Context: an optimization exercise on an open-source flow, tuned for small area, a short achievable clock period and few clock cycles per item. The choices shown serve that exercise and are no tape-out recipe.
In this exercise RTL edits were held to simulation tests only and were not proved equivalent to the original.

$ cat design/flow/flow/run.sh
#!/bin/bash
# Own flow: the standard layout (standard.sh, unchanged synthesis), with
# two changes:
#  - every input and output port still gets its own buffer, but a plain
#    sky130_fd_sc_hd__buf_1 rather than the delay cell buffer_ports picks by
#    itself;
#  - clock tree synthesis adds no dummy loads and drives the register
#    clusters with sky130_fd_sc_hd__clkbuf_4 (the tree above them is as
#    usual).
# standard.sh's output goes to standard.log; each ORFS step keeps its own log
# under orfs/logs/.
set -euo pipefail
bash standard.sh "BUFFER_PORTS_ARGS=-buffer_cell sky130_fd_sc_hd__buf_1" \
  "CTS_ARGS=-sink_clustering_enable -repair_clock_nets -dont_use_dummy_load -sink_clustering_buffer sky130_fd_sc_hd__clkbuf_4" \
  finish > standard.log 2>&1
$ cat design/flow/config.mk
export PLATFORM = sky130hd
export DESIGN_NAME = radix_string_to_integer_unit
export DESIGN_NICKNAME = radix_string_to_integer_unit
export VERILOG_FILES = /design/flow/design.v
export SDC_FILE = /design/flow/constraint.sdc
export NUM_CORES = 4
export LEC_CHECK = 0
export ABC_AREA = 1
export CAP_MARGIN = 20
export CORE_MARGIN = 2
export CORE_UTILIZATION = 55
export PLACE_DENSITY = 0.7
export SETUP_SLACK_MARGIN = 2.55
export SLEW_MARGIN = 20
$ cat design/flow/design.v
package rsti_pkg;
    localparam int MAX_DIGITS = 16;
    localparam int IDX_W      = 4;
    localparam int CNT_W      = 5;
    localparam int VAL_W      = 64;
    localparam int LO_W       = 32;
    localparam int Q_DEPTH    = 2;
    localparam int Q_PTR_W    = 1;
    localparam int Q_CNT_W    = 2;
    localparam logic [7:0] CH_MINUS = 8'h2D;
    localparam logic [7:0] CH_PLUS  = 8'h2B;
    localparam logic [7:0] CH_SPACE = 8'h20;
    localparam logic [7:0] CH_LF    = 8'h0A;
    localparam logic [7:0] CH_TAB   = 8'h09;
    localparam logic [7:0] CH_CR    = 8'h0D;
    localparam logic [7:0] CH_VT    = 8'h0B;
    localparam logic [7:0] CH_FF    = 8'h0C;
    localparam logic [7:0] CH_NUL   = 8'h00;
    localparam logic [1:0] REG_RADIX       = 2'd0;
    localparam logic [1:0] REG_DIGIT_COUNT = 2'd1;
    localparam logic [1:0] REG_DIGITS_LOW  = 2'd2;
    localparam logic [1:0] REG_DIGITS_HIGH = 2'd3;
    localparam logic [4:0]  RST_RADIX       = 5'd10;
    localparam logic [4:0]  RST_DIGIT_COUNT = 5'd10;
    localparam logic [63:0] RST_DIGITS_LOW  = 64'h3736_3534_3332_3130;
    localparam logic [63:0] RST_DIGITS_HIGH = 64'h0000_0000_0000_3938;
    typedef enum logic [1:0] {
        PH_WS   = 2'd0,
        PH_SIGN = 2'd1,
        PH_DIG  = 2'd2,
        PH_DONE = 2'd3
    } t_phase;
    typedef struct packed {
        logic             first;
        logic             space;
        logic             minus;
        logic             plus;
        logic             hit;
        logic [3:0]       idx;
    } t_tok;
    function automatic logic [7:0] booth(input logic [4:0] r);
        logic one0, two0, neg0, one1, two1, neg1, one2, two2;
        one0 = r[0];
        two0 = r[1] && !r[0];
        neg0 = r[1];
        one1 = r[1] ^ r[2];
        two1 = (r[3:1] == 3'b011) || (r[3:1] == 3'b100);
        neg1 = r[3] && !(r[2] && r[1]);
        one2 = r[3] ^ r[4];
        two2 = r[3] && r[4];
        booth = {two2, one2, neg1, two1, one1, neg0, two0, one0};
    endfunction
endpackage
module rsti_front (
    input  logic                        i_clk,
    input  logic                        i_rst_n,
    input  logic                        i_valid,
    output logic                        o_ready,
    input  logic [7:0]                  i_ch,
    input  logic                        i_first,
    input  logic [rsti_pkg::CNT_W-1:0]  i_digit_count,
    input  logic [2*rsti_pkg::VAL_W-1:0] i_alphabet,
    output logic                        o_qvalid,
    output rsti_pkg::t_tok              o_qtok,
    input  logic                        i_qpop
);
    rsti_pkg::t_tok                     w_tok;
    rsti_pkg::t_tok                     r_tok;
    logic                               r_tvalid;
    logic [7:0]                         w_entry;
    logic                               w_big;
    logic                               w_nul;
    always_comb begin
        w_big       = i_digit_count[4];
        w_nul       = (i_ch == rsti_pkg::CH_NUL);
        w_tok.first = i_first;
        w_tok.space = (i_ch == rsti_pkg::CH_SPACE) || (i_ch == rsti_pkg::CH_LF) ||
                      (i_ch == rsti_pkg::CH_TAB) || (i_ch == rsti_pkg::CH_CR) ||
                      (i_ch == rsti_pkg::CH_VT) || (i_ch == rsti_pkg::CH_FF);
        w_tok.minus = (i_ch == rsti_pkg::CH_MINUS);
        w_tok.plus  = (i_ch == rsti_pkg::CH_PLUS);
        w_tok.hit   = 1'b0;
        w_tok.idx   = '0;
        w_entry     = '0;
        for (int k = rsti_pkg::MAX_DIGITS - 1; k >= 0; k--) begin
            w_entry = i_alphabet[8*k +: 8];
            if ((w_big || (4'(k) < i_digit_count[3:0])) && !w_nul && (w_entry == i_ch)) begin
                w_tok.hit = 1'b1;
                w_tok.idx = rsti_pkg::IDX_W'(k);
            end
        end
    end
    assign o_ready  = i_qpop;
    assign o_qvalid = r_tvalid;
    assign o_qtok   = r_tok;
    always_ff @(posedge i_clk) begin
        if (i_qpop) begin
            r_tok <= w_tok;
        end
    end
    always_ff @(posedge i_clk) begin
        if (!i_rst_n) begin
            r_tvalid <= 1'b0;
        end else if (i_qpop) begin
            r_tvalid <= i_valid;
        end
    end
endmodule
module rsti_back (
    input  logic                          i_clk,
    input  logic                          i_rst_n,
    input  logic                          i_qvalid,
    input  rsti_pkg::t_tok                i_qtok,
    output logic                          o_qpop,
    input  logic [7:0]                    i_booth,
    input  logic [4:0]                    i_rm1,
    output logic                          o_valid,
    input  logic                          i_ready,
    output logic signed [rsti_pkg::VAL_W-1:0] o_value
);
    localparam int LO_W = rsti_pkg::LO_W;
    localparam int HI_W = rsti_pkg::VAL_W - LO_W;
    rsti_pkg::t_phase               r_phase;
    rsti_pkg::t_phase               n_phase;
    rsti_pkg::t_phase               w_ph;
    logic                           r_par;
    logic                           n_par;
    logic                           w_par;
    logic [LO_W-1:0]                r_lo;
    logic [HI_W-1:0]                r_hi;
    logic [LO_W-1:0]                w_lo_mac;
    logic                           w_lo_c;
    logic [4:0]                     w_lo_ca;
    logic [4:0]                     w_lo_cb;
    logic [4:0]                     w_carry;
    logic [HI_W-1:0]                w_hi_mac;
    logic [5:0]                     w_f;
    logic [LO_W-1:0]                w_lo_ld;
    logic [HI_W-1:0]                w_hi_ld;
    logic [4:0]                     r_ca;
    logic [4:0]                     r_cb;
    logic                           r_c;
    logic                           r_hmac;
    logic                           r_oval;
    logic                           w_run;
    logic                           w_pop;
    logic                           w_pre;
    logic                           w_emit;
    logic                           w_dig;
    logic                           w_rz;
    logic                           w_mac;
    logic                           w_load;
    logic                           w_lo_load;
    logic                           w_lo_step;
    logic                           w_lo_keep;
    logic                           w_hi_step;
    logic                           w_hi_keep;
    logic [LO_W-1:0]                w_lo_next;
    logic [HI_W-1:0]                w_hi_next;
    assign w_run   = !r_oval || i_ready;
    assign w_pop   = i_qvalid && w_run;
    assign o_qpop  = w_run;
    assign o_valid = r_oval;
    assign o_value = {r_hi, r_lo} ^ {rsti_pkg::VAL_W{r_par}};
    always_comb begin
        w_ph   = i_qtok.first ? rsti_pkg::PH_WS : r_phase;
        w_par  = i_qtok.first ? 1'b0 : r_par;
        w_pre  = (w_ph == rsti_pkg::PH_WS) || (w_ph == rsti_pkg::PH_SIGN);
        w_emit = 1'b0;
        w_dig  = 1'b0;
        n_phase = w_ph;
        n_par   = w_par;
        if (w_ph == rsti_pkg::PH_DONE) begin
            n_phase = rsti_pkg::PH_DONE;
        end else if ((w_ph == rsti_pkg::PH_WS) && i_qtok.space) begin
            n_phase = rsti_pkg::PH_WS;
        end else if (w_pre && i_qtok.minus) begin
            n_phase = rsti_pkg::PH_SIGN;
            n_par   = ~w_par;
        end else if (w_pre && i_qtok.plus) begin
            n_phase = rsti_pkg::PH_SIGN;
        end else if (i_qtok.hit) begin
            w_dig   = 1'b1;
            n_phase = rsti_pkg::PH_DIG;
        end else begin
            w_emit  = 1'b1;
            n_phase = rsti_pkg::PH_DONE;
        end
    end
    always_comb begin
        w_rz    = !(i_booth[0] || i_booth[1] || i_booth[3] || i_booth[4] ||
                    i_booth[6] || i_booth[7]);
        w_mac   = w_dig && !i_qtok.first && !w_rz;
        w_load  = i_qtok.first || (w_pre && i_qtok.minus) || (w_dig && w_rz);
        w_f     = 6'(i_qtok.idx) + (r_par ? 6'(i_rm1) : 6'd0);
        if (w_dig) begin
            w_lo_ld = w_par ? {{(LO_W-4){i_qtok.idx == '0}}, i_qtok.idx - 4'd1}
                            : LO_W'(i_qtok.idx);
            w_hi_ld = {HI_W{w_par && (i_qtok.idx == '0)}};
        end else begin
            w_lo_ld = {LO_W{n_par}};
            w_hi_ld = {HI_W{n_par}};
        end
    end
    rsti_mac_lo u_mac_lo (
        .i_v (r_lo),
        .i_b (i_booth),
        .i_f (w_f),
        .o_y (w_lo_mac),
        .o_c (w_lo_c),
        .o_ca (w_lo_ca),
        .o_cb (w_lo_cb)
    );
    assign w_carry = r_ca + r_cb + 5'(r_c);
    rsti_mac_hi u_mac_hi (
        .i_v (r_hi),
        .i_b (i_booth),
        .i_c (w_carry),
        .o_y (w_hi_mac)
    );
    always_comb begin
        w_lo_load = w_pop && w_load;
        w_lo_step = w_pop && w_mac;
        w_lo_keep = !(w_lo_load || w_lo_step);
        w_hi_step = r_hmac && !w_lo_load;
        w_hi_keep = !(w_lo_load || w_hi_step);
        w_lo_next = ({LO_W{w_lo_load}} & w_lo_ld) | ({LO_W{w_lo_step}} & w_lo_mac) |
                    ({LO_W{w_lo_keep}} & r_lo);
        w_hi_next = ({HI_W{w_lo_load}} & w_hi_ld) | ({HI_W{w_hi_step}} & w_hi_mac) |
                    ({HI_W{w_hi_keep}} & r_hi);
    end
    always_ff @(posedge i_clk) begin
        r_lo <= w_lo_next;
        r_hi <= w_hi_next;
        r_ca <= w_lo_ca;
        r_cb <= w_lo_cb;
        r_c  <= w_lo_c;
    end
    always_ff @(posedge i_clk) begin
        if (!i_rst_n) begin
            r_phase <= rsti_pkg::PH_DONE;
            r_par   <= 1'b0;
            r_oval  <= 1'b0;
            r_hmac  <= 1'b0;
        end else begin
            if (w_pop && w_emit) begin
                r_oval <= 1'b1;
            end else if (i_ready) begin
                r_oval <= 1'b0;
            end
            if (w_pop) begin
                r_phase <= n_phase;
                r_par   <= n_par;
            end
            r_hmac <= w_pop && w_mac;
        end
    end
endmodule
module rsti_mac_lo (
    input  logic [31:0] i_v,
    input  logic [7:0] i_b,
    input  logic [5:0] i_f,
    output logic [31:0] o_y,
    output logic o_c,
    output logic [4:0] o_ca,
    output logic [4:0] o_cb
);
    logic t0;
    logic t1;
    logic t2;
    logic t3;
    logic t4;
    logic t5;
    logic t6;
    logic t7;
    logic t8;
    logic t9;
    logic t10;
    logic t11;
    logic t12;
    logic t13;
    logic t14;
    logic t15;
    logic t16;
    logic t17;
    logic t18;
    logic t19;
    logic t20;
    logic t21;
    logic t22;
    logic t23;
    logic t24;
    logic t25;
    logic t26;
    logic t27;
    logic t28;
    logic t29;
    logic t30;
    logic t31;
    logic t32;
    logic t33;
    logic t34;
    logic t35;
    logic t36;
    logic t37;
    logic t38;
    logic t39;
    logic t40;
    logic t41;
    logic t42;
    logic t43;
    logic t44;
    logic t45;
    logic t46;
    logic t47;
    logic t48;
    logic t49;
    logic t50;
    logic t51;
    logic t52;
    logic t53;
    logic t54;
    logic t55;
    logic t56;
    logic t57;
    logic t58;
    logic t59;
    logic t60;
    logic t61;
    logic t62;
    logic t63;
    logic t64;
    logic t65;
    logic t66;
    logic t67;
    logic t68;
    logic t69;
    logic t70;
    logic t71;
    logic t72;
    logic t73;
    logic t74;
    logic t75;
    logic t76;
    logic t77;
    logic t78;
    logic t79;
    logic t80;
    logic t81;
    logic t82;
    logic t83;
    logic t84;
    logic t85;
    logic t86;
    logic t87;
    logic t88;
    logic t89;
    logic t90;
    logic t91;
    logic t92;
    logic t93;
    logic t94;
    logic t95;
    logic t96;
    logic t97;
    logic t98;
    logic t99;
    logic t100;
    logic t101;
    logic t102;
    logic t103;
    logic t104;
    logic t105;
    logic t106;
    logic t107;
    logic t108;
    logic t109;
    logic t110;
    logic t111;
    logic t112;
    logic t113;
    logic t114;
    logic t115;
    logic t116;
    logic t117;
    logic t118;
    logic t119;
    logic t120;
    logic t121;
    logic t122;
    logic t123;
    logic t124;
    logic t125;
    logic t126;
    logic t127;
    logic t128;
    logic t129;
    logic t130;
    logic t131;
    logic t132;
    logic t133;
    logic t134;
    logic t135;
    logic t136;
    logic t137;
    logic t138;
    logic t139;
    logic t140;
    logic t141;
    logic t142;
    logic t143;
    logic t144;
    logic t145;
    logic t146;
    logic t147;
    logic t148;
    logic t149;
    logic t150;
    logic t151;
    logic t152;
    logic t153;
    logic t154;
    logic t155;
    logic t156;
    logic t157;
    logic t158;
    logic t159;
    logic t160;
    logic t161;
    logic t162;
    logic t163;
    logic t164;
    logic t165;
    logic t166;
    logic t167;
    logic t168;
    logic t169;
    logic t170;
    logic t171;
    logic t172;
    logic t173;
    logic t174;
    logic t175;
    logic t176;
    logic t177;
    logic t178;
    logic t179;
    logic t180;
    logic t181;
    logic t182;
    logic t183;
    logic t184;
    logic t185;
    logic t186;
    logic t187;
    logic t188;
    logic t189;
    logic t190;
    logic t191;
    logic t192;
    logic t193;
    logic t194;
    logic t195;
    logic t196;
    logic t197;
    logic t198;
    logic t199;
    logic t200;
    logic t201;
    logic t202;
    logic t203;
    logic t204;
    logic t205;
    logic t206;
    logic t207;
    logic t208;
    logic t209;
    logic t210;
    logic t211;
    logic t212;
    logic t213;
    logic t214;
    logic t215;
    logic t216;
    logic t217;
    logic t218;
    logic t219;
    logic t220;
    logic t221;
    logic t222;
    logic t223;
    logic t224;
    logic t225;
    logic t226;
    logic t227;
    logic t228;
    logic t229;
    logic t230;
    logic t231;
    logic t232;
    logic t233;
    logic t234;
    logic t235;
    logic t236;
    logic t237;
    logic t238;
    logic t239;
    logic t240;
    logic t241;
    logic t242;
    assign t0 = ((i_b[0] & i_v[0])) ^ i_b[2];
    assign t1 = ((i_b[0] & i_v[1]) | (i_b[1] & i_v[0])) ^ i_b[2];
    assign t2 = ((i_b[0] & i_v[2]) | (i_b[1] & i_v[1])) ^ i_b[2];
    assign t3 = ((i_b[0] & i_v[3]) | (i_b[1] & i_v[2])) ^ i_b[2];
    assign t4 = ((i_b[0] & i_v[4]) | (i_b[1] & i_v[3])) ^ i_b[2];
    assign t5 = ((i_b[0] & i_v[5]) | (i_b[1] & i_v[4])) ^ i_b[2];
    assign t6 = ((i_b[0] & i_v[6]) | (i_b[1] & i_v[5])) ^ i_b[2];
    assign t7 = ((i_b[0] & i_v[7]) | (i_b[1] & i_v[6])) ^ i_b[2];
    assign t8 = ((i_b[0] & i_v[8]) | (i_b[1] & i_v[7])) ^ i_b[2];
    assign t9 = ((i_b[0] & i_v[9]) | (i_b[1] & i_v[8])) ^ i_b[2];
    assign t10 = ((i_b[0] & i_v[10]) | (i_b[1] & i_v[9])) ^ i_b[2];
    assign t11 = ((i_b[0] & i_v[11]) | (i_b[1] & i_v[10])) ^ i_b[2];
    assign t12 = ((i_b[0] & i_v[12]) | (i_b[1] & i_v[11])) ^ i_b[2];
    assign t13 = ((i_b[0] & i_v[13]) | (i_b[1] & i_v[12])) ^ i_b[2];
    assign t14 = ((i_b[0] & i_v[14]) | (i_b[1] & i_v[13])) ^ i_b[2];
    assign t15 = ((i_b[0] & i_v[15]) | (i_b[1] & i_v[14])) ^ i_b[2];
    assign t16 = ((i_b[0] & i_v[16]) | (i_b[1] & i_v[15])) ^ i_b[2];
    assign t17 = ((i_b[0] & i_v[17]) | (i_b[1] & i_v[16])) ^ i_b[2];
    assign t18 = ((i_b[0] & i_v[18]) | (i_b[1] & i_v[17])) ^ i_b[2];
    assign t19 = ((i_b[0] & i_v[19]) | (i_b[1] & i_v[18])) ^ i_b[2];
    assign t20 = ((i_b[0] & i_v[20]) | (i_b[1] & i_v[19])) ^ i_b[2];
    assign t21 = ((i_b[0] & i_v[21]) | (i_b[1] & i_v[20])) ^ i_b[2];
    assign t22 = ((i_b[0] & i_v[22]) | (i_b[1] & i_v[21])) ^ i_b[2];
    assign t23 = ((i_b[0] & i_v[23]) | (i_b[1] & i_v[22])) ^ i_b[2];
    assign t24 = ((i_b[0] & i_v[24]) | (i_b[1] & i_v[23])) ^ i_b[2];
    assign t25 = ((i_b[0] & i_v[25]) | (i_b[1] & i_v[24])) ^ i_b[2];
    assign t26 = ((i_b[0] & i_v[26]) | (i_b[1] & i_v[25])) ^ i_b[2];
    assign t27 = ((i_b[0] & i_v[27]) | (i_b[1] & i_v[26])) ^ i_b[2];
    assign t28 = ((i_b[0] & i_v[28]) | (i_b[1] & i_v[27])) ^ i_b[2];
    assign t29 = ((i_b[0] & i_v[29]) | (i_b[1] & i_v[28])) ^ i_b[2];
    assign t30 = ((i_b[0] & i_v[30]) | (i_b[1] & i_v[29])) ^ i_b[2];
    assign t31 = ((i_b[0] & i_v[31]) | (i_b[1] & i_v[30])) ^ i_b[2];
    assign t32 = ((i_b[1] & i_v[31])) ^ i_b[2];
    assign t33 = ((i_b[3] & i_v[0])) ^ i_b[5];
    assign t34 = ((i_b[3] & i_v[1]) | (i_b[4] & i_v[0])) ^ i_b[5];
    assign t35 = ((i_b[3] & i_v[2]) | (i_b[4] & i_v[1])) ^ i_b[5];
    assign t36 = ((i_b[3] & i_v[3]) | (i_b[4] & i_v[2])) ^ i_b[5];
    assign t37 = ((i_b[3] & i_v[4]) | (i_b[4] & i_v[3])) ^ i_b[5];
    assign t38 = ((i_b[3] & i_v[5]) | (i_b[4] & i_v[4])) ^ i_b[5];
    assign t39 = ((i_b[3] & i_v[6]) | (i_b[4] & i_v[5])) ^ i_b[5];
    assign t40 = ((i_b[3] & i_v[7]) | (i_b[4] & i_v[6])) ^ i_b[5];
    assign t41 = ((i_b[3] & i_v[8]) | (i_b[4] & i_v[7])) ^ i_b[5];
    assign t42 = ((i_b[3] & i_v[9]) | (i_b[4] & i_v[8])) ^ i_b[5];
    assign t43 = ((i_b[3] & i_v[10]) | (i_b[4] & i_v[9])) ^ i_b[5];
    assign t44 = ((i_b[3] & i_v[11]) | (i_b[4] & i_v[10])) ^ i_b[5];
    assign t45 = ((i_b[3] & i_v[12]) | (i_b[4] & i_v[11])) ^ i_b[5];
    assign t46 = ((i_b[3] & i_v[13]) | (i_b[4] & i_v[12])) ^ i_b[5];
    assign t47 = ((i_b[3] & i_v[14]) | (i_b[4] & i_v[13])) ^ i_b[5];
    assign t48 = ((i_b[3] & i_v[15]) | (i_b[4] & i_v[14])) ^ i_b[5];
    assign t49 = ((i_b[3] & i_v[16]) | (i_b[4] & i_v[15])) ^ i_b[5];
    assign t50 = ((i_b[3] & i_v[17]) | (i_b[4] & i_v[16])) ^ i_b[5];
    assign t51 = ((i_b[3] & i_v[18]) | (i_b[4] & i_v[17])) ^ i_b[5];
    assign t52 = ((i_b[3] & i_v[19]) | (i_b[4] & i_v[18])) ^ i_b[5];
    assign t53 = ((i_b[3] & i_v[20]) | (i_b[4] & i_v[19])) ^ i_b[5];
    assign t54 = ((i_b[3] & i_v[21]) | (i_b[4] & i_v[20])) ^ i_b[5];
    assign t55 = ((i_b[3] & i_v[22]) | (i_b[4] & i_v[21])) ^ i_b[5];
    assign t56 = ((i_b[3] & i_v[23]) | (i_b[4] & i_v[22])) ^ i_b[5];
    assign t57 = ((i_b[3] & i_v[24]) | (i_b[4] & i_v[23])) ^ i_b[5];
    assign t58 = ((i_b[3] & i_v[25]) | (i_b[4] & i_v[24])) ^ i_b[5];
    assign t59 = ((i_b[3] & i_v[26]) | (i_b[4] & i_v[25])) ^ i_b[5];
    assign t60 = ((i_b[3] & i_v[27]) | (i_b[4] & i_v[26])) ^ i_b[5];
    assign t61 = ((i_b[3] & i_v[28]) | (i_b[4] & i_v[27])) ^ i_b[5];
    assign t62 = ((i_b[3] & i_v[29]) | (i_b[4] & i_v[28])) ^ i_b[5];
    assign t63 = ((i_b[3] & i_v[30]) | (i_b[4] & i_v[29])) ^ i_b[5];
    assign t64 = ((i_b[3] & i_v[31]) | (i_b[4] & i_v[30])) ^ i_b[5];
    assign t65 = ((i_b[4] & i_v[31])) ^ i_b[5];
    assign t66 = (i_b[6] & i_v[0]);
    assign t67 = (i_b[6] & i_v[1]) | (i_b[7] & i_v[0]);
    assign t68 = (i_b[6] & i_v[2]) | (i_b[7] & i_v[1]);
    assign t69 = (i_b[6] & i_v[3]) | (i_b[7] & i_v[2]);
    assign t70 = (i_b[6] & i_v[4]) | (i_b[7] & i_v[3]);
    assign t71 = (i_b[6] & i_v[5]) | (i_b[7] & i_v[4]);
    assign t72 = (i_b[6] & i_v[6]) | (i_b[7] & i_v[5]);
    assign t73 = (i_b[6] & i_v[7]) | (i_b[7] & i_v[6]);
    assign t74 = (i_b[6] & i_v[8]) | (i_b[7] & i_v[7]);
    assign t75 = (i_b[6] & i_v[9]) | (i_b[7] & i_v[8]);
    assign t76 = (i_b[6] & i_v[10]) | (i_b[7] & i_v[9]);
    assign t77 = (i_b[6] & i_v[11]) | (i_b[7] & i_v[10]);
    assign t78 = (i_b[6] & i_v[12]) | (i_b[7] & i_v[11]);
    assign t79 = (i_b[6] & i_v[13]) | (i_b[7] & i_v[12]);
    assign t80 = (i_b[6] & i_v[14]) | (i_b[7] & i_v[13]);
    assign t81 = (i_b[6] & i_v[15]) | (i_b[7] & i_v[14]);
    assign t82 = (i_b[6] & i_v[16]) | (i_b[7] & i_v[15]);
    assign t83 = (i_b[6] & i_v[17]) | (i_b[7] & i_v[16]);
    assign t84 = (i_b[6] & i_v[18]) | (i_b[7] & i_v[17]);
    assign t85 = (i_b[6] & i_v[19]) | (i_b[7] & i_v[18]);
    assign t86 = (i_b[6] & i_v[20]) | (i_b[7] & i_v[19]);
    assign t87 = (i_b[6] & i_v[21]) | (i_b[7] & i_v[20]);
    assign t88 = (i_b[6] & i_v[22]) | (i_b[7] & i_v[21]);
    assign t89 = (i_b[6] & i_v[23]) | (i_b[7] & i_v[22]);
    assign t90 = (i_b[6] & i_v[24]) | (i_b[7] & i_v[23]);
    assign t91 = (i_b[6] & i_v[25]) | (i_b[7] & i_v[24]);
    assign t92 = (i_b[6] & i_v[26]) | (i_b[7] & i_v[25]);
    assign t93 = (i_b[6] & i_v[27]) | (i_b[7] & i_v[26]);
    assign t94 = (i_b[6] & i_v[28]) | (i_b[7] & i_v[27]);
    assign t95 = (i_b[6] & i_v[29]) | (i_b[7] & i_v[28]);
    assign t96 = (i_b[6] & i_v[30]) | (i_b[7] & i_v[29]);
    assign t97 = (i_b[6] & i_v[31]) | (i_b[7] & i_v[30]);
    assign t98 = (i_b[7] & i_v[31]);
    assign t99 = t2 ^ t33;
    assign t100 = t2 & t33;
    assign t101 = t3 ^ t34;
    assign t102 = t3 & t34;
    assign t103 = t4 ^ t35 ^ t66;
    assign t104 = (t4 & t35) | (t4 & t66) | (t35 & t66);
    assign t105 = t5 ^ t36 ^ t67;
    assign t106 = (t5 & t36) | (t5 & t67) | (t36 & t67);
    assign t107 = t6 ^ t37;
    assign t108 = t6 & t37;
    assign t109 = t7 ^ t38;
    assign t110 = t7 & t38;
    assign t111 = t8 ^ t39;
    assign t112 = t8 & t39;
    assign t113 = t9 ^ t40;
    assign t114 = t9 & t40;
    assign t115 = t10 ^ t41;
    assign t116 = t10 & t41;
    assign t117 = t11 ^ t42;
    assign t118 = t11 & t42;
    assign t119 = t12 ^ t43;
    assign t120 = t12 & t43;
    assign t121 = t13 ^ t44;
    assign t122 = t13 & t44;
    assign t123 = t14 ^ t45;
    assign t124 = t14 & t45;
    assign t125 = t15 ^ t46;
    assign t126 = t15 & t46;
    assign t127 = t16 ^ t47;
    assign t128 = t16 & t47;
    assign t129 = t17 ^ t48;
    assign t130 = t17 & t48;
    assign t131 = t18 ^ t49;
    assign t132 = t18 & t49;
    assign t133 = t19 ^ t50;
    assign t134 = t19 & t50;
    assign t135 = t20 ^ t51;
    assign t136 = t20 & t51;
    assign t137 = t21 ^ t52;
    assign t138 = t21 & t52;
    assign t139 = t22 ^ t53;
    assign t140 = t22 & t53;
    assign t141 = t23 ^ t54;
    assign t142 = t23 & t54;
    assign t143 = t24 ^ t55;
    assign t144 = t24 & t55;
    assign t145 = t25 ^ t56;
    assign t146 = t25 & t56;
    assign t147 = t26 ^ t57;
    assign t148 = t26 & t57;
    assign t149 = t27 ^ t58;
    assign t150 = t27 & t58;
    assign t151 = t28 ^ t59;
    assign t152 = t28 & t59;
    assign t153 = t29 ^ t60;
    assign t154 = t29 & t60;
    assign t155 = t30 ^ t61;
    assign t156 = t30 & t61;
    assign t157 = t31 ^ t62;
    assign t158 = t31 & t62;
    assign t159 = t32 ^ t63;
    assign t160 = t32 & t63;
    assign t161 = i_b[2] ^ t64;
    assign t162 = i_b[2] & t64;
    assign t163 = i_b[2] ^ t65;
    assign t164 = i_b[2] & t65;
    assign t165 = i_b[2] ^ i_b[5];
    assign t166 = i_b[2] & i_b[5];
    assign t167 = i_b[2] ^ i_b[5];
    assign t168 = i_b[2] & i_b[5];
    assign t169 = t0 ^ i_b[2];
    assign t170 = t0 & i_b[2];
    assign t171 = t1 ^ i_f[1];
    assign t172 = t1 & i_f[1];
    assign t173 = t99 ^ i_b[5] ^ i_f[2];
    assign t174 = (t99 & i_b[5]) | (t99 & i_f[2]) | (i_b[5] & i_f[2]);
    assign t175 = t100 ^ t101 ^ i_f[3];
    assign t176 = (t100 & t101) | (t100 & i_f[3]) | (t101 & i_f[3]);
    assign t177 = t102 ^ t103 ^ i_f[4];
    assign t178 = (t102 & t103) | (t102 & i_f[4]) | (t103 & i_f[4]);
    assign t179 = t104 ^ t105 ^ i_f[5];
    assign t180 = (t104 & t105) | (t104 & i_f[5]) | (t105 & i_f[5]);
    assign t181 = t106 ^ t107 ^ t68;
    assign t182 = (t106 & t107) | (t106 & t68) | (t107 & t68);
    assign t183 = t108 ^ t109 ^ t69;
    assign t184 = (t108 & t109) | (t108 & t69) | (t109 & t69);
    assign t185 = t110 ^ t111 ^ t70;
    assign t186 = (t110 & t111) | (t110 & t70) | (t111 & t70);
    assign t187 = t112 ^ t113 ^ t71;
    assign t188 = (t112 & t113) | (t112 & t71) | (t113 & t71);
    assign t189 = t114 ^ t115 ^ t72;
    assign t190 = (t114 & t115) | (t114 & t72) | (t115 & t72);
    assign t191 = t116 ^ t117 ^ t73;
    assign t192 = (t116 & t117) | (t116 & t73) | (t117 & t73);
    assign t193 = t118 ^ t119 ^ t74;
    assign t194 = (t118 & t119) | (t118 & t74) | (t119 & t74);
    assign t195 = t120 ^ t121 ^ t75;
    assign t196 = (t120 & t121) | (t120 & t75) | (t121 & t75);
    assign t197 = t122 ^ t123 ^ t76;
    assign t198 = (t122 & t123) | (t122 & t76) | (t123 & t76);
    assign t199 = t124 ^ t125 ^ t77;
    assign t200 = (t124 & t125) | (t124 & t77) | (t125 & t77);
    assign t201 = t126 ^ t127 ^ t78;
    assign t202 = (t126 & t127) | (t126 & t78) | (t127 & t78);
    assign t203 = t128 ^ t129 ^ t79;
    assign t204 = (t128 & t129) | (t128 & t79) | (t129 & t79);
    assign t205 = t130 ^ t131 ^ t80;
    assign t206 = (t130 & t131) | (t130 & t80) | (t131 & t80);
    assign t207 = t132 ^ t133 ^ t81;
    assign t208 = (t132 & t133) | (t132 & t81) | (t133 & t81);
    assign t209 = t134 ^ t135 ^ t82;
    assign t210 = (t134 & t135) | (t134 & t82) | (t135 & t82);
    assign t211 = t136 ^ t137 ^ t83;
    assign t212 = (t136 & t137) | (t136 & t83) | (t137 & t83);
    assign t213 = t138 ^ t139 ^ t84;
    assign t214 = (t138 & t139) | (t138 & t84) | (t139 & t84);
    assign t215 = t140 ^ t141 ^ t85;
    assign t216 = (t140 & t141) | (t140 & t85) | (t141 & t85);
    assign t217 = t142 ^ t143 ^ t86;
    assign t218 = (t142 & t143) | (t142 & t86) | (t143 & t86);
    assign t219 = t144 ^ t145 ^ t87;
    assign t220 = (t144 & t145) | (t144 & t87) | (t145 & t87);
    assign t221 = t146 ^ t147 ^ t88;
    assign t222 = (t146 & t147) | (t146 & t88) | (t147 & t88);
    assign t223 = t148 ^ t149 ^ t89;
    assign t224 = (t148 & t149) | (t148 & t89) | (t149 & t89);
    assign t225 = t150 ^ t151 ^ t90;
    assign t226 = (t150 & t151) | (t150 & t90) | (t151 & t90);
    assign t227 = t152 ^ t153 ^ t91;
    assign t228 = (t152 & t153) | (t152 & t91) | (t153 & t91);
    assign t229 = t154 ^ t155 ^ t92;
    assign t230 = (t154 & t155) | (t154 & t92) | (t155 & t92);
    assign t231 = t156 ^ t157 ^ t93;
    assign t232 = (t156 & t157) | (t156 & t93) | (t157 & t93);
    assign t233 = t158 ^ t159 ^ t94;
    assign t234 = (t158 & t159) | (t158 & t94) | (t159 & t94);
    assign t235 = t160 ^ t161 ^ t95;
    assign t236 = (t160 & t161) | (t160 & t95) | (t161 & t95);
    assign t237 = t162 ^ t163 ^ t96;
    assign t238 = (t162 & t163) | (t162 & t96) | (t163 & t96);
    assign t239 = t164 ^ t165 ^ t97;
    assign t240 = (t164 & t165) | (t164 & t97) | (t165 & t97);
    assign t241 = t166 ^ t167 ^ t98;
    assign t242 = (t166 & t167) | (t166 & t98) | (t167 & t98);
    assign {o_c, o_y} = {1'b0, t230, t228, t226, t224, t222, t220, t218, t216, t214, t212, t210, t208, t206, t204, t202, t200, t198, t196, t194, t192, t190, t188, t186, t184, t182, t180, t178, t176, t174, t172, t170, t169} + {1'b0, t231, t229, t227, t225, t223, t221, t219, t217, t215, t213, t211, t209, t207, t205, t203, t201, t199, t197, t195, t193, t191, t189, t187, t185, t183, t181, t179, t177, t175, t173, t171, i_f[0]};
    assign o_ca = {t240, t238, t236, t234, t232};
    assign o_cb = {t241, t239, t237, t235, t233};
endmodule
module rsti_mac_hi (
    input  logic [31:0] i_v,
    input  logic [7:0] i_b,
    input  logic [4:0] i_c,
    output logic [31:0] o_y
);
    logic t0;
    logic t1;
    logic t2;
    logic t3;
    logic t4;
    logic t5;
    logic t6;
    logic t7;
    logic t8;
    logic t9;
    logic t10;
    logic t11;
    logic t12;
    logic t13;
    logic t14;
    logic t15;
    logic t16;
    logic t17;
    logic t18;
    logic t19;
    logic t20;
    logic t21;
    logic t22;
    logic t23;
    logic t24;
    logic t25;
    logic t26;
    logic t27;
    logic t28;
    logic t29;
    logic t30;
    logic t31;
    logic t32;
    logic t33;
    logic t34;
    logic t35;
    logic t36;
    logic t37;
    logic t38;
    logic t39;
    logic t40;
    logic t41;
    logic t42;
    logic t43;
    logic t44;
    logic t45;
    logic t46;
    logic t47;
    logic t48;
    logic t49;
    logic t50;
    logic t51;
    logic t52;
    logic t53;
    logic t54;
    logic t55;
    logic t56;
    logic t57;
    logic t58;
    logic t59;
    logic t60;
    logic t61;
    logic t62;
    logic t63;
    logic t64;
    logic t65;
    logic t66;
    logic t67;
    logic t68;
    logic t69;
    logic t70;
    logic t71;
    logic t72;
    logic t73;
    logic t74;
    logic t75;
    logic t76;
    logic t77;
    logic t78;
    logic t79;
    logic t80;
    logic t81;
    logic t82;
    logic t83;
    logic t84;
    logic t85;
    logic t86;
    logic t87;
    logic t88;
    logic t89;
    logic t90;
    logic t91;
    logic t92;
    logic t93;
    logic t94;
    logic t95;
    logic t96;
    logic t97;
    logic t98;
    logic t99;
    logic t100;
    logic t101;
    logic t102;
    logic t103;
    logic t104;
    logic t105;
    logic t106;
    logic t107;
    logic t108;
    logic t109;
    logic t110;
    logic t111;
    logic t112;
    logic t113;
    logic t114;
    logic t115;
    logic t116;
    logic t117;
    logic t118;
    logic t119;
    logic t120;
    logic t121;
    logic t122;
    logic t123;
    logic t124;
    logic t125;
    logic t126;
    logic t127;
    logic t128;
    logic t129;
    logic t130;
    logic t131;
    logic t132;
    logic t133;
    logic t134;
    logic t135;
    logic t136;
    logic t137;
    logic t138;
    logic t139;
    logic t140;
    logic t141;
    logic t142;
    logic t143;
    logic t144;
    logic t145;
    logic t146;
    logic t147;
    logic t148;
    logic t149;
    logic t150;
    logic t151;
    logic t152;
    logic t153;
    logic t154;
    logic t155;
    logic t156;
    logic t157;
    logic t158;
    logic t159;
    logic t160;
    logic t161;
    logic t162;
    logic t163;
    logic t164;
    logic t165;
    logic t166;
    logic t167;
    logic t168;
    logic t169;
    logic t170;
    logic t171;
    logic t172;
    logic t173;
    logic t174;
    logic t175;
    logic t176;
    logic t177;
    logic t178;
    logic t179;
    logic t180;
    logic t181;
    logic t182;
    logic t183;
    logic t184;
    logic t185;
    logic t186;
    logic t187;
    logic t188;
    logic t189;
    logic t190;
    logic t191;
    logic t192;
    logic t193;
    logic t194;
    logic t195;
    logic t196;
    logic t197;
    logic t198;
    logic t199;
    logic t200;
    logic t201;
    logic t202;
    logic t203;
    logic t204;
    logic t205;
    logic t206;
    logic t207;
    logic t208;
    logic t209;
    logic t210;
    logic t211;
    logic t212;
    logic t213;
    assign t0 = ((i_b[0] & i_v[0])) ^ i_b[2];
    assign t1 = ((i_b[0] & i_v[1]) | (i_b[1] & i_v[0])) ^ i_b[2];
    assign t2 = ((i_b[0] & i_v[2]) | (i_b[1] & i_v[1])) ^ i_b[2];
    assign t3 = ((i_b[0] & i_v[3]) | (i_b[1] & i_v[2])) ^ i_b[2];
    assign t4 = ((i_b[0] & i_v[4]) | (i_b[1] & i_v[3])) ^ i_b[2];
    assign t5 = ((i_b[0] & i_v[5]) | (i_b[1] & i_v[4])) ^ i_b[2];
    assign t6 = ((i_b[0] & i_v[6]) | (i_b[1] & i_v[5])) ^ i_b[2];
    assign t7 = ((i_b[0] & i_v[7]) | (i_b[1] & i_v[6])) ^ i_b[2];
    assign t8 = ((i_b[0] & i_v[8]) | (i_b[1] & i_v[7])) ^ i_b[2];
    assign t9 = ((i_b[0] & i_v[9]) | (i_b[1] & i_v[8])) ^ i_b[2];
    assign t10 = ((i_b[0] & i_v[10]) | (i_b[1] & i_v[9])) ^ i_b[2];
    assign t11 = ((i_b[0] & i_v[11]) | (i_b[1] & i_v[10])) ^ i_b[2];
    assign t12 = ((i_b[0] & i_v[12]) | (i_b[1] & i_v[11])) ^ i_b[2];
    assign t13 = ((i_b[0] & i_v[13]) | (i_b[1] & i_v[12])) ^ i_b[2];
    assign t14 = ((i_b[0] & i_v[14]) | (i_b[1] & i_v[13])) ^ i_b[2];
    assign t15 = ((i_b[0] & i_v[15]) | (i_b[1] & i_v[14])) ^ i_b[2];
    assign t16 = ((i_b[0] & i_v[16]) | (i_b[1] & i_v[15])) ^ i_b[2];
    assign t17 = ((i_b[0] & i_v[17]) | (i_b[1] & i_v[16])) ^ i_b[2];
    assign t18 = ((i_b[0] & i_v[18]) | (i_b[1] & i_v[17])) ^ i_b[2];
    assign t19 = ((i_b[0] & i_v[19]) | (i_b[1] & i_v[18])) ^ i_b[2];
    assign t20 = ((i_b[0] & i_v[20]) | (i_b[1] & i_v[19])) ^ i_b[2];
    assign t21 = ((i_b[0] & i_v[21]) | (i_b[1] & i_v[20])) ^ i_b[2];
    assign t22 = ((i_b[0] & i_v[22]) | (i_b[1] & i_v[21])) ^ i_b[2];
    assign t23 = ((i_b[0] & i_v[23]) | (i_b[1] & i_v[22])) ^ i_b[2];
    assign t24 = ((i_b[0] & i_v[24]) | (i_b[1] & i_v[23])) ^ i_b[2];
    assign t25 = ((i_b[0] & i_v[25]) | (i_b[1] & i_v[24])) ^ i_b[2];
    assign t26 = ((i_b[0] & i_v[26]) | (i_b[1] & i_v[25])) ^ i_b[2];
    assign t27 = ((i_b[0] & i_v[27]) | (i_b[1] & i_v[26])) ^ i_b[2];
    assign t28 = ((i_b[0] & i_v[28]) | (i_b[1] & i_v[27])) ^ i_b[2];
    assign t29 = ((i_b[0] & i_v[29]) | (i_b[1] & i_v[28])) ^ i_b[2];
    assign t30 = ((i_b[0] & i_v[30]) | (i_b[1] & i_v[29])) ^ i_b[2];
    assign t31 = ((i_b[0] & i_v[31]) | (i_b[1] & i_v[30])) ^ i_b[2];
    assign t32 = ((i_b[3] & i_v[0])) ^ i_b[5];
    assign t33 = ((i_b[3] & i_v[1]) | (i_b[4] & i_v[0])) ^ i_b[5];
    assign t34 = ((i_b[3] & i_v[2]) | (i_b[4] & i_v[1])) ^ i_b[5];
    assign t35 = ((i_b[3] & i_v[3]) | (i_b[4] & i_v[2])) ^ i_b[5];
    assign t36 = ((i_b[3] & i_v[4]) | (i_b[4] & i_v[3])) ^ i_b[5];
    assign t37 = ((i_b[3] & i_v[5]) | (i_b[4] & i_v[4])) ^ i_b[5];
    assign t38 = ((i_b[3] & i_v[6]) | (i_b[4] & i_v[5])) ^ i_b[5];
    assign t39 = ((i_b[3] & i_v[7]) | (i_b[4] & i_v[6])) ^ i_b[5];
    assign t40 = ((i_b[3] & i_v[8]) | (i_b[4] & i_v[7])) ^ i_b[5];
    assign t41 = ((i_b[3] & i_v[9]) | (i_b[4] & i_v[8])) ^ i_b[5];
    assign t42 = ((i_b[3] & i_v[10]) | (i_b[4] & i_v[9])) ^ i_b[5];
    assign t43 = ((i_b[3] & i_v[11]) | (i_b[4] & i_v[10])) ^ i_b[5];
    assign t44 = ((i_b[3] & i_v[12]) | (i_b[4] & i_v[11])) ^ i_b[5];
    assign t45 = ((i_b[3] & i_v[13]) | (i_b[4] & i_v[12])) ^ i_b[5];
    assign t46 = ((i_b[3] & i_v[14]) | (i_b[4] & i_v[13])) ^ i_b[5];
    assign t47 = ((i_b[3] & i_v[15]) | (i_b[4] & i_v[14])) ^ i_b[5];
    assign t48 = ((i_b[3] & i_v[16]) | (i_b[4] & i_v[15])) ^ i_b[5];
    assign t49 = ((i_b[3] & i_v[17]) | (i_b[4] & i_v[16])) ^ i_b[5];
    assign t50 = ((i_b[3] & i_v[18]) | (i_b[4] & i_v[17])) ^ i_b[5];
    assign t51 = ((i_b[3] & i_v[19]) | (i_b[4] & i_v[18])) ^ i_b[5];
    assign t52 = ((i_b[3] & i_v[20]) | (i_b[4] & i_v[19])) ^ i_b[5];
    assign t53 = ((i_b[3] & i_v[21]) | (i_b[4] & i_v[20])) ^ i_b[5];
    assign t54 = ((i_b[3] & i_v[22]) | (i_b[4] & i_v[21])) ^ i_b[5];
    assign t55 = ((i_b[3] & i_v[23]) | (i_b[4] & i_v[22])) ^ i_b[5];
    assign t56 = ((i_b[3] & i_v[24]) | (i_b[4] & i_v[23])) ^ i_b[5];
    assign t57 = ((i_b[3] & i_v[25]) | (i_b[4] & i_v[24])) ^ i_b[5];
    assign t58 = ((i_b[3] & i_v[26]) | (i_b[4] & i_v[25])) ^ i_b[5];
    assign t59 = ((i_b[3] & i_v[27]) | (i_b[4] & i_v[26])) ^ i_b[5];
    assign t60 = ((i_b[3] & i_v[28]) | (i_b[4] & i_v[27])) ^ i_b[5];
    assign t61 = ((i_b[3] & i_v[29]) | (i_b[4] & i_v[28])) ^ i_b[5];
    assign t62 = (i_b[6] & i_v[0]);
    assign t63 = (i_b[6] & i_v[1]) | (i_b[7] & i_v[0]);
    assign t64 = (i_b[6] & i_v[2]) | (i_b[7] & i_v[1]);
    assign t65 = (i_b[6] & i_v[3]) | (i_b[7] & i_v[2]);
    assign t66 = (i_b[6] & i_v[4]) | (i_b[7] & i_v[3]);
    assign t67 = (i_b[6] & i_v[5]) | (i_b[7] & i_v[4]);
    assign t68 = (i_b[6] & i_v[6]) | (i_b[7] & i_v[5]);
    assign t69 = (i_b[6] & i_v[7]) | (i_b[7] & i_v[6]);
    assign t70 = (i_b[6] & i_v[8]) | (i_b[7] & i_v[7]);
    assign t71 = (i_b[6] & i_v[9]) | (i_b[7] & i_v[8]);
    assign t72 = (i_b[6] & i_v[10]) | (i_b[7] & i_v[9]);
    assign t73 = (i_b[6] & i_v[11]) | (i_b[7] & i_v[10]);
    assign t74 = (i_b[6] & i_v[12]) | (i_b[7] & i_v[11]);
    assign t75 = (i_b[6] & i_v[13]) | (i_b[7] & i_v[12]);
    assign t76 = (i_b[6] & i_v[14]) | (i_b[7] & i_v[13]);
    assign t77 = (i_b[6] & i_v[15]) | (i_b[7] & i_v[14]);
    assign t78 = (i_b[6] & i_v[16]) | (i_b[7] & i_v[15]);
    assign t79 = (i_b[6] & i_v[17]) | (i_b[7] & i_v[16]);
    assign t80 = (i_b[6] & i_v[18]) | (i_b[7] & i_v[17]);
    assign t81 = (i_b[6] & i_v[19]) | (i_b[7] & i_v[18]);
    assign t82 = (i_b[6] & i_v[20]) | (i_b[7] & i_v[19]);
    assign t83 = (i_b[6] & i_v[21]) | (i_b[7] & i_v[20]);
    assign t84 = (i_b[6] & i_v[22]) | (i_b[7] & i_v[21]);
    assign t85 = (i_b[6] & i_v[23]) | (i_b[7] & i_v[22]);
    assign t86 = (i_b[6] & i_v[24]) | (i_b[7] & i_v[23]);
    assign t87 = (i_b[6] & i_v[25]) | (i_b[7] & i_v[24]);
    assign t88 = (i_b[6] & i_v[26]) | (i_b[7] & i_v[25]);
    assign t89 = (i_b[6] & i_v[27]) | (i_b[7] & i_v[26]);
    assign t90 = t2 ^ t32;
    assign t91 = t2 & t32;
    assign t92 = t3 ^ t33;
    assign t93 = t3 & t33;
    assign t94 = t4 ^ t34 ^ t62;
    assign t95 = (t4 & t34) | (t4 & t62) | (t34 & t62);
    assign t96 = t5 ^ t35;
    assign t97 = t5 & t35;
    assign t98 = t6 ^ t36;
    assign t99 = t6 & t36;
    assign t100 = t7 ^ t37;
    assign t101 = t7 & t37;
    assign t102 = t8 ^ t38;
    assign t103 = t8 & t38;
    assign t104 = t9 ^ t39;
    assign t105 = t9 & t39;
    assign t106 = t10 ^ t40;
    assign t107 = t10 & t40;
    assign t108 = t11 ^ t41;
    assign t109 = t11 & t41;
    assign t110 = t12 ^ t42;
    assign t111 = t12 & t42;
    assign t112 = t13 ^ t43;
    assign t113 = t13 & t43;
    assign t114 = t14 ^ t44;
    assign t115 = t14 & t44;
    assign t116 = t15 ^ t45;
    assign t117 = t15 & t45;
    assign t118 = t16 ^ t46;
    assign t119 = t16 & t46;
    assign t120 = t17 ^ t47;
    assign t121 = t17 & t47;
    assign t122 = t18 ^ t48;
    assign t123 = t18 & t48;
    assign t124 = t19 ^ t49;
    assign t125 = t19 & t49;
    assign t126 = t20 ^ t50;
    assign t127 = t20 & t50;
    assign t128 = t21 ^ t51;
    assign t129 = t21 & t51;
    assign t130 = t22 ^ t52;
    assign t131 = t22 & t52;
    assign t132 = t23 ^ t53;
    assign t133 = t23 & t53;
    assign t134 = t24 ^ t54;
    assign t135 = t24 & t54;
    assign t136 = t25 ^ t55;
    assign t137 = t25 & t55;
    assign t138 = t26 ^ t56;
    assign t139 = t26 & t56;
    assign t140 = t27 ^ t57;
    assign t141 = t27 & t57;
    assign t142 = t28 ^ t58;
    assign t143 = t28 & t58;
    assign t144 = t29 ^ t59;
    assign t145 = t29 & t59;
    assign t146 = t30 ^ t60;
    assign t147 = t30 & t60;
    assign t148 = t31 ^ t61;
    assign t149 = t31 & t61;
    assign t150 = t0 ^ i_b[2];
    assign t151 = t0 & i_b[2];
    assign t152 = t1 ^ i_c[1];
    assign t153 = t1 & i_c[1];
    assign t154 = t90 ^ i_b[5] ^ i_c[2];
    assign t155 = (t90 & i_b[5]) | (t90 & i_c[2]) | (i_b[5] & i_c[2]);
    assign t156 = t91 ^ t92 ^ i_c[3];
    assign t157 = (t91 & t92) | (t91 & i_c[3]) | (t92 & i_c[3]);
    assign t158 = t93 ^ t94 ^ i_c[4];
    assign t159 = (t93 & t94) | (t93 & i_c[4]) | (t94 & i_c[4]);
    assign t160 = t95 ^ t96 ^ t63;
    assign t161 = (t95 & t96) | (t95 & t63) | (t96 & t63);
    assign t162 = t97 ^ t98 ^ t64;
    assign t163 = (t97 & t98) | (t97 & t64) | (t98 & t64);
    assign t164 = t99 ^ t100 ^ t65;
    assign t165 = (t99 & t100) | (t99 & t65) | (t100 & t65);
    assign t166 = t101 ^ t102 ^ t66;
    assign t167 = (t101 & t102) | (t101 & t66) | (t102 & t66);
    assign t168 = t103 ^ t104 ^ t67;
    assign t169 = (t103 & t104) | (t103 & t67) | (t104 & t67);
    assign t170 = t105 ^ t106 ^ t68;
    assign t171 = (t105 & t106) | (t105 & t68) | (t106 & t68);
    assign t172 = t107 ^ t108 ^ t69;
    assign t173 = (t107 & t108) | (t107 & t69) | (t108 & t69);
    assign t174 = t109 ^ t110 ^ t70;
    assign t175 = (t109 & t110) | (t109 & t70) | (t110 & t70);
    assign t176 = t111 ^ t112 ^ t71;
    assign t177 = (t111 & t112) | (t111 & t71) | (t112 & t71);
    assign t178 = t113 ^ t114 ^ t72;
    assign t179 = (t113 & t114) | (t113 & t72) | (t114 & t72);
    assign t180 = t115 ^ t116 ^ t73;
    assign t181 = (t115 & t116) | (t115 & t73) | (t116 & t73);
    assign t182 = t117 ^ t118 ^ t74;
    assign t183 = (t117 & t118) | (t117 & t74) | (t118 & t74);
    assign t184 = t119 ^ t120 ^ t75;
    assign t185 = (t119 & t120) | (t119 & t75) | (t120 & t75);
    assign t186 = t121 ^ t122 ^ t76;
    assign t187 = (t121 & t122) | (t121 & t76) | (t122 & t76);
    assign t188 = t123 ^ t124 ^ t77;
    assign t189 = (t123 & t124) | (t123 & t77) | (t124 & t77);
    assign t190 = t125 ^ t126 ^ t78;
    assign t191 = (t125 & t126) | (t125 & t78) | (t126 & t78);
    assign t192 = t127 ^ t128 ^ t79;
    assign t193 = (t127 & t128) | (t127 & t79) | (t128 & t79);
    assign t194 = t129 ^ t130 ^ t80;
    assign t195 = (t129 & t130) | (t129 & t80) | (t130 & t80);
    assign t196 = t131 ^ t132 ^ t81;
    assign t197 = (t131 & t132) | (t131 & t81) | (t132 & t81);
    assign t198 = t133 ^ t134 ^ t82;
    assign t199 = (t133 & t134) | (t133 & t82) | (t134 & t82);
    assign t200 = t135 ^ t136 ^ t83;
    assign t201 = (t135 & t136) | (t135 & t83) | (t136 & t83);
    assign t202 = t137 ^ t138 ^ t84;
    assign t203 = (t137 & t138) | (t137 & t84) | (t138 & t84);
    assign t204 = t139 ^ t140 ^ t85;
    assign t205 = (t139 & t140) | (t139 & t85) | (t140 & t85);
    assign t206 = t141 ^ t142 ^ t86;
    assign t207 = (t141 & t142) | (t141 & t86) | (t142 & t86);
    assign t208 = t143 ^ t144 ^ t87;
    assign t209 = (t143 & t144) | (t143 & t87) | (t144 & t87);
    assign t210 = t145 ^ t146 ^ t88;
    assign t211 = (t145 & t146) | (t145 & t88) | (t146 & t88);
    assign t212 = t147 ^ t148 ^ t89;
    assign t213 = (t147 & t148) | (t147 & t89) | (t148 & t89);
    assign o_y = {t211, t209, t207, t205, t203, t201, t199, t197, t195, t193, t191, t189, t187, t185, t183, t181, t179, t177, t175, t173, t171, t169, t167, t165, t163, t161, t159, t157, t155, t153, t151, t150} + {t212, t210, t208, t206, t204, t202, t200, t198, t196, t194, t192, t190, t188, t186, t184, t182, t180, t178, t176, t174, t172, t170, t168, t166, t164, t162, t160, t158, t156, t154, t152, i_c[0]};
endmodule
module radix_string_to_integer_unit (
    input  logic                              i_clk,
    input  logic                              i_rst_n,
    input  logic                              i_valid,
    output logic                              o_ready,
    input  logic [7:0]                        i_ch,
    input  logic                              i_first,
    output logic                              o_valid,
    input  logic                              i_ready,
    output logic signed [rsti_pkg::VAL_W-1:0] o_value,
    input  logic                              i_cfg_we,
    input  logic [1:0]                        i_cfg_idx,
    input  logic [rsti_pkg::VAL_W-1:0]        i_cfg_data
);
    logic [7:0]                  r_booth;
    logic [4:0]                  r_rm1;
    logic [rsti_pkg::CNT_W-1:0]  r_digit_count;
    logic [rsti_pkg::VAL_W-1:0]  r_digits_low;
    logic [rsti_pkg::VAL_W-1:0]  r_digits_high;
    logic                        w_qvalid;
    rsti_pkg::t_tok              w_qtok;
    logic                        w_qpop;
    always_ff @(posedge i_clk) begin
        if (!i_rst_n) begin
            r_booth       <= rsti_pkg::booth(rsti_pkg::RST_RADIX);
            r_rm1         <= rsti_pkg::RST_RADIX - 5'd1;
            r_digit_count <= rsti_pkg::RST_DIGIT_COUNT;
            r_digits_low  <= rsti_pkg::RST_DIGITS_LOW;
            r_digits_high <= rsti_pkg::RST_DIGITS_HIGH;
        end else if (i_cfg_we) begin
            case (i_cfg_idx)
                rsti_pkg::REG_RADIX: begin
                    r_booth <= rsti_pkg::booth(i_cfg_data[4:0]);
                    r_rm1   <= i_cfg_data[4:0] - 5'd1;
                end
                rsti_pkg::REG_DIGIT_COUNT: r_digit_count <= i_cfg_data[4:0];
                rsti_pkg::REG_DIGITS_LOW:  r_digits_low  <= i_cfg_data;
                rsti_pkg::REG_DIGITS_HIGH: r_digits_high <= i_cfg_data;
                default: begin
                end
            endcase
        end
    end
    rsti_front u_front (
        .i_clk         (i_clk),
        .i_rst_n       (i_rst_n),
        .i_valid       (i_valid),
        .o_ready       (o_ready),
        .i_ch          (i_ch),
        .i_first       (i_first),
        .i_digit_count (r_digit_count),
        .i_alphabet    ({r_digits_high, r_digits_low}),
        .o_qvalid      (w_qvalid),
        .o_qtok        (w_qtok),
        .i_qpop        (w_qpop)
    );
    rsti_back u_back (
        .i_clk    (i_clk),
        .i_rst_n  (i_rst_n),
        .i_qvalid (w_qvalid),
        .i_qtok   (w_qtok),
        .o_qpop   (w_qpop),
        .i_booth  (r_booth),
        .i_rm1    (r_rm1),
        .o_valid  (o_valid),
        .i_ready  (i_ready),
        .o_value  (o_value)
    );
endmodule
$ cat design/flow/constraint.sdc
create_clock -name core_clock -period 6.5 [get_ports {i_clk}]
set_input_delay 1.3000 -clock core_clock [delete_from_list [all_inputs] [get_ports {i_clk}]]
set_output_delay 1.3000 -clock core_clock [all_outputs]
set_load 0.01 [all_outputs]
$ cat design/flow/standard.sh
#!/bin/bash
# synth_recipe.tcl (not shown) runs the flow's synth.tcl, then flattens the netlist and writes it again
# the make line also repeats each setting of config.mk as NAME=value (left out here)
make -C /OpenROAD-flow-scripts/flow DESIGN_CONFIG=/design/flow/config.mk WORK_HOME=/design/flow/orfs CLKGATE_MAP_FILE= SYNTH_SCRIPT=/design/flow/synth_recipe.tcl "${@:-finish}"
==> flow_summary.toml <==
[run_status]
status = "no timing/DRC/antenna violations"

[logic_synthesis]
ys_warn_count = 3
post_synthesis_simple_gate_area_fraction_pct = 16.72
mappedNetlistArea_um2 = 19350
synth_top_area_share_pct = 23.49
synth_sequential_area_ratio_pct = 24.88
adder_cell_area_share_of_the_yosys_netlist_pct = 16.28
syn_avg_cell_area_um2 = 7.442
synth_top_family_by_area = "compound AO/OA/AOI/OAI gates"
synth.most_common_cell = "sky130_fd_sc_hd__nand2_1"
netlist-cell-type-count = 58
synth_flop_cell = "sky130_fd_sc_hd__dfxtp_1"
synth.top_cells.by_area = "sky130_fd_sc_hd__dfxtp_1 (23%), sky130_fd_sc_hd__xor2_1 (11%), sky130_fd_sc_hd__ha_1 (9.0%)"
ys_async_sr_fraction_pct = 0
cell_taking_the_most_area_after_synthesis = "sky130_fd_sc_hd__dfxtp_1"
yosys_register_bits = 236
synth.top_cells.by_count = "sky130_fd_sc_hd__nand2_1 (391), sky130_fd_sc_hd__inv_1 (270), sky130_fd_sc_hd__xor2_1 (254)"
number_of_flops_mapped_to_enable_cells_by_yosys = 9
mappedNetlistNets = 2889
synthesis.instances = 2600
synthXorXnorAreaFrac_pct = 12.72
synth.area.mux_share_pct = 0
synth-compound-area-share_pct = 20.74

[sta]
slew_violations = 0
worst-slew-pin-transition_ns = 1.047
fmaxAchievable_mhz = 253.5
timing.final.setup_violations = 0
fin_crit_sh_pct = 60.68
setup_tns_ns = 0
setup_repair_after_global_routing_missed_its_margin = "true"
layout_min_cycle_time_ns = 3.944
worst_slew_margin_rel_pct = 29.65
timing.clock.skew_ns = 0.04849
report.final.hold_viol_count = 0

[placed_design]
place.detailed.hpwl_mm = 40.93
final_estimated_routing_congestion_in_global_placement = 0.9328
portBuffers = 145

[setup_path]
worstPathCellList = "clkinv_16 > o22ai_4 > xor2_2 > fa_1 > fa_1 > inv_2 > ha_4 > nand2_1 > nor2_2 > a21oi_2 > or2_4 > nand2_4 > nand2_2 > nand2_2 > nand2_2 > inv_2 > nor2_4 > o21bai_4 > nand2_1 > nand2_1 > nand2_1 > nand3_1 > nand3_1"
regToRegSetupSlack_ns = 2.56
reg2reg_to = "u_back.r_lo[29]"
reg_to_reg_critical_path_startpoint = "r_booth[3]"
critical_path.max_stage_delay_ns = 0.57
critical_path_buf_inv_count = 3
cpLargestDelayFamily = "adder cells"
ff2ff_path_depth = 23
timing.critical_path.arrival_ns = 4.31
critical_path_cell_with_the_highest_stage_delay = "sky130_fd_sc_hd__fa_1"
timing.setup.critical_path_class = "flop to flop"
crit_top_cell = "sky130_fd_sc_hd__nand2_1"
timing.critical_path.from_type = "flop"
critPathCaptureType = "flop"
critical_path_peak_fanout = 7
required_ns = 6.87

[detailed_routing]
detail_route.iter0.violations = 1426
vias_per_cell = 5.968
drt_wl_total_mm = 61.89
drt.antenna.violating_nets = 0
drt-pass1-iter-count = 6
post-route-drc-count = 0
vias = 19102
post_drt_wl_per_cell_um = 19.33

[clock_tree]
ctsRootBufferMaster = "sky130_fd_sc_hd__clkbuf_16"
clkSlewWorstSetupHoldPaths_ns = 0.08
cts-hold-fix-buffers = 0
ctsLongestPathBuffers = 3
tritoncts.num_buffers = 69
cts_tree = "yes"
clock-sinks = 236
worstSkewPairLatency_ns = 0.55
h-tree-depth = 3

[cells_and_area]
antenna-diode-count = 0
area.sequential_um2 = 4846
area_delta_synth_final_pct = 13.42
share_of_final_layout_standard_cells_stronger_than_drive_strength_1_pct = 10.82
nNetsFinal = 3037
footprint_of_the_multi_input_gates_um2 = 13440
fillers = 3168

[hold_path]
min-delay-path-class = "flop to flop"
hold_path.startpoint = "r_rm1[0]"
min_to = "r_rm1[0]"
count_of_cells_along_the_worst_hold_path = 1

[global_route]
grt_remaining_overflow = 0
grt_usage_pct = 32.51
grt_pass1_wl_mm = 94.81
grt_antenna_before_repair = 0
first_global_vias = 18289
grt_start_max_net_pins = 90

[floorplanning]
die_area_um2 = 36700
die_w_um = 191.6
effective_utilization_at_floorplan_pct = 55.88
fp.dieH_um = 191.6
core-area_um2 = 34630
num_io_pins = 146
rows = 68

[run]
max_capacitance_violation_count = 0
-- state kept, by name, summed over array words and instances, names as in the netlist, 8 cells and up --
name,flops
u_back.r_lo,32
r_digits_low,64
u_front.r_tok,9
r_booth,8
u_back.r_hi,32
r_digits_high,64
-- logic make-up after synthesis --
logic type | Yosys count
AO/OA/AOI/OAI | 687
XOR/XNOR | 281
adder cells (fa/ha/maj) | 210
buffers and inverters | 425
flip-flops | 236
AND/OR/NAND/NOR | 761
-- worst register-to-register path, cell delays in order (launching register included) --
cell and delay [ns]:
sky130_fd_sc_hd__dfxtp_4 0.44, sky130_fd_sc_hd__clkinv_16 0.09, sky130_fd_sc_hd__o22ai_4 0.17, sky130_fd_sc_hd__xor2_2 0.20, sky130_fd_sc_hd__fa_1 0.48, sky130_fd_sc_hd__fa_1 0.57
sky130_fd_sc_hd__inv_2 0.05, sky130_fd_sc_hd__ha_4 0.29, sky130_fd_sc_hd__nand2_1 0.10, sky130_fd_sc_hd__nor2_2 0.14, sky130_fd_sc_hd__a21oi_2 0.07, sky130_fd_sc_hd__or2_4 0.28
sky130_fd_sc_hd__nand2_4 0.07, sky130_fd_sc_hd__nand2_2 0.06, sky130_fd_sc_hd__nand2_2 0.09, sky130_fd_sc_hd__nand2_2 0.06, sky130_fd_sc_hd__inv_2 0.06, sky130_fd_sc_hd__nor2_4 0.04
sky130_fd_sc_hd__o21bai_4 0.15, sky130_fd_sc_hd__nand2_1 0.09, sky130_fd_sc_hd__nand2_1 0.07, sky130_fd_sc_hd__nand2_1 0.05, sky130_fd_sc_hd__nand3_1 0.08, sky130_fd_sc_hd__nand3_1 0.08
-- per-stage QoR --
stage	worst slack (ns)	area, um^2	cells	util, %	hold slack [ns]
finish	2.556	21950	3201	63.38	0.4515
global route	2.363	21950	3201	63.38	0.4859
CTS	2.555	21170	3176	61.13	0.4520
detailed placement	1.744	20110	3091	58.06	0.4415
global placement	1.848	20110	3091	58.06	0.4370
floorplan	2.608	19360	2600	-	0.4265
-- final cells by class --
cell class                 instances  area share (%)
multi-input combinational       1939           61.26
inverter                         292           5.388
timing repair inverter             5          0.2338
sequential                       236           22.08
timing repair buffer             205           5.365
tap                              455           2.594
clock buffer                      69           3.079
-- cells in the final DEF (no fill, tap or decap), types with 22 or more instances in the layout --
cell / count
sky130_fd_sc_hd__a21oi_1: 177
sky130_fd_sc_hd__nand4_1: 37
sky130_fd_sc_hd__xor2_1: 248
sky130_fd_sc_hd__clkbuf_4: 61
sky130_fd_sc_hd__nor2_1: 180
sky130_fd_sc_hd__nor3_1: 22
sky130_fd_sc_hd__fa_1: 69
sky130_fd_sc_hd__inv_1: 261
sky130_fd_sc_hd__nand2_2: 24
sky130_fd_sc_hd__o22ai_1: 169
sky130_fd_sc_hd__ha_1: 123
sky130_fd_sc_hd__nand3_1: 77
sky130_fd_sc_hd__buf_4: 45
sky130_fd_sc_hd__nand2_1: 368
sky130_fd_sc_hd__o211ai_1: 46
sky130_fd_sc_hd__dfxtp_1: 216
sky130_fd_sc_hd__xnor2_1: 26
sky130_fd_sc_hd__o21ai_0: 168
sky130_fd_sc_hd__buf_1: 144
-- what timing repair did --
item	4_1_cts	5_1_grt
buffers inserted	14	21
resized for setup	57	127
pin swaps	9	41
gates cloned	2	4
setup endpoints to repair	53	33
-- per-layer routing --
metal	track usage [%]	up-vias	share of wire, %
li1	-	9127	-
met1	41.13	8927	41
met2	54.68	848	48
met3	6.022	200	7.1
met4	12.75	0	4.2
met5	0	-	0
-- worst max path at each step --
stage	start	end	slack [ns]	depth (start not counted)
detailed placement	r_booth[2]	u_back.r_lo[28]	1.74	17
global placement	r_booth[2]	u_back.r_hi[22]	1.85	18
finish	r_booth[3]	u_back.r_lo[29]	2.56	23
global route	r_booth[0]	u_back.r_hi[26]	2.36	20
floorplan	u_back.r_par	u_back.r_lo[19]	2.61	25
CTS	r_booth[0]	u_back.r_hi[21]	2.56	20
Testbench counts, summed over its fixed seeds: cycles 18,815, items 18,783.

-- static timing again, ports no longer ideal --
The results above use ideal ports. As a check the final layout listed here was re-extracted and re-timed, cells and wires unchanged. Step 1 assumes that a clkbuf_16 drives the clock port and a buf_2 every other input. Step 2 adds t to the input delays and takes it off the output delays; t is the mean of the earliest and latest rising clock arrival at the registers after step 1. Input paths then give back, and output paths get back, about the clock's delay inside the block. Slacks: ideal / step 1 / step 2; pairs: ideal / step 1.
shift t [ns]: 0.583
setup slack, ns: 2.556 / 2.556 / 2.457
worst data-port slew with drivers (ns): 0.08
After both steps this run still meets setup and hold. The setup slack of this run moves by 0.000 ns with the drivers and by -0.099 ns with both steps.
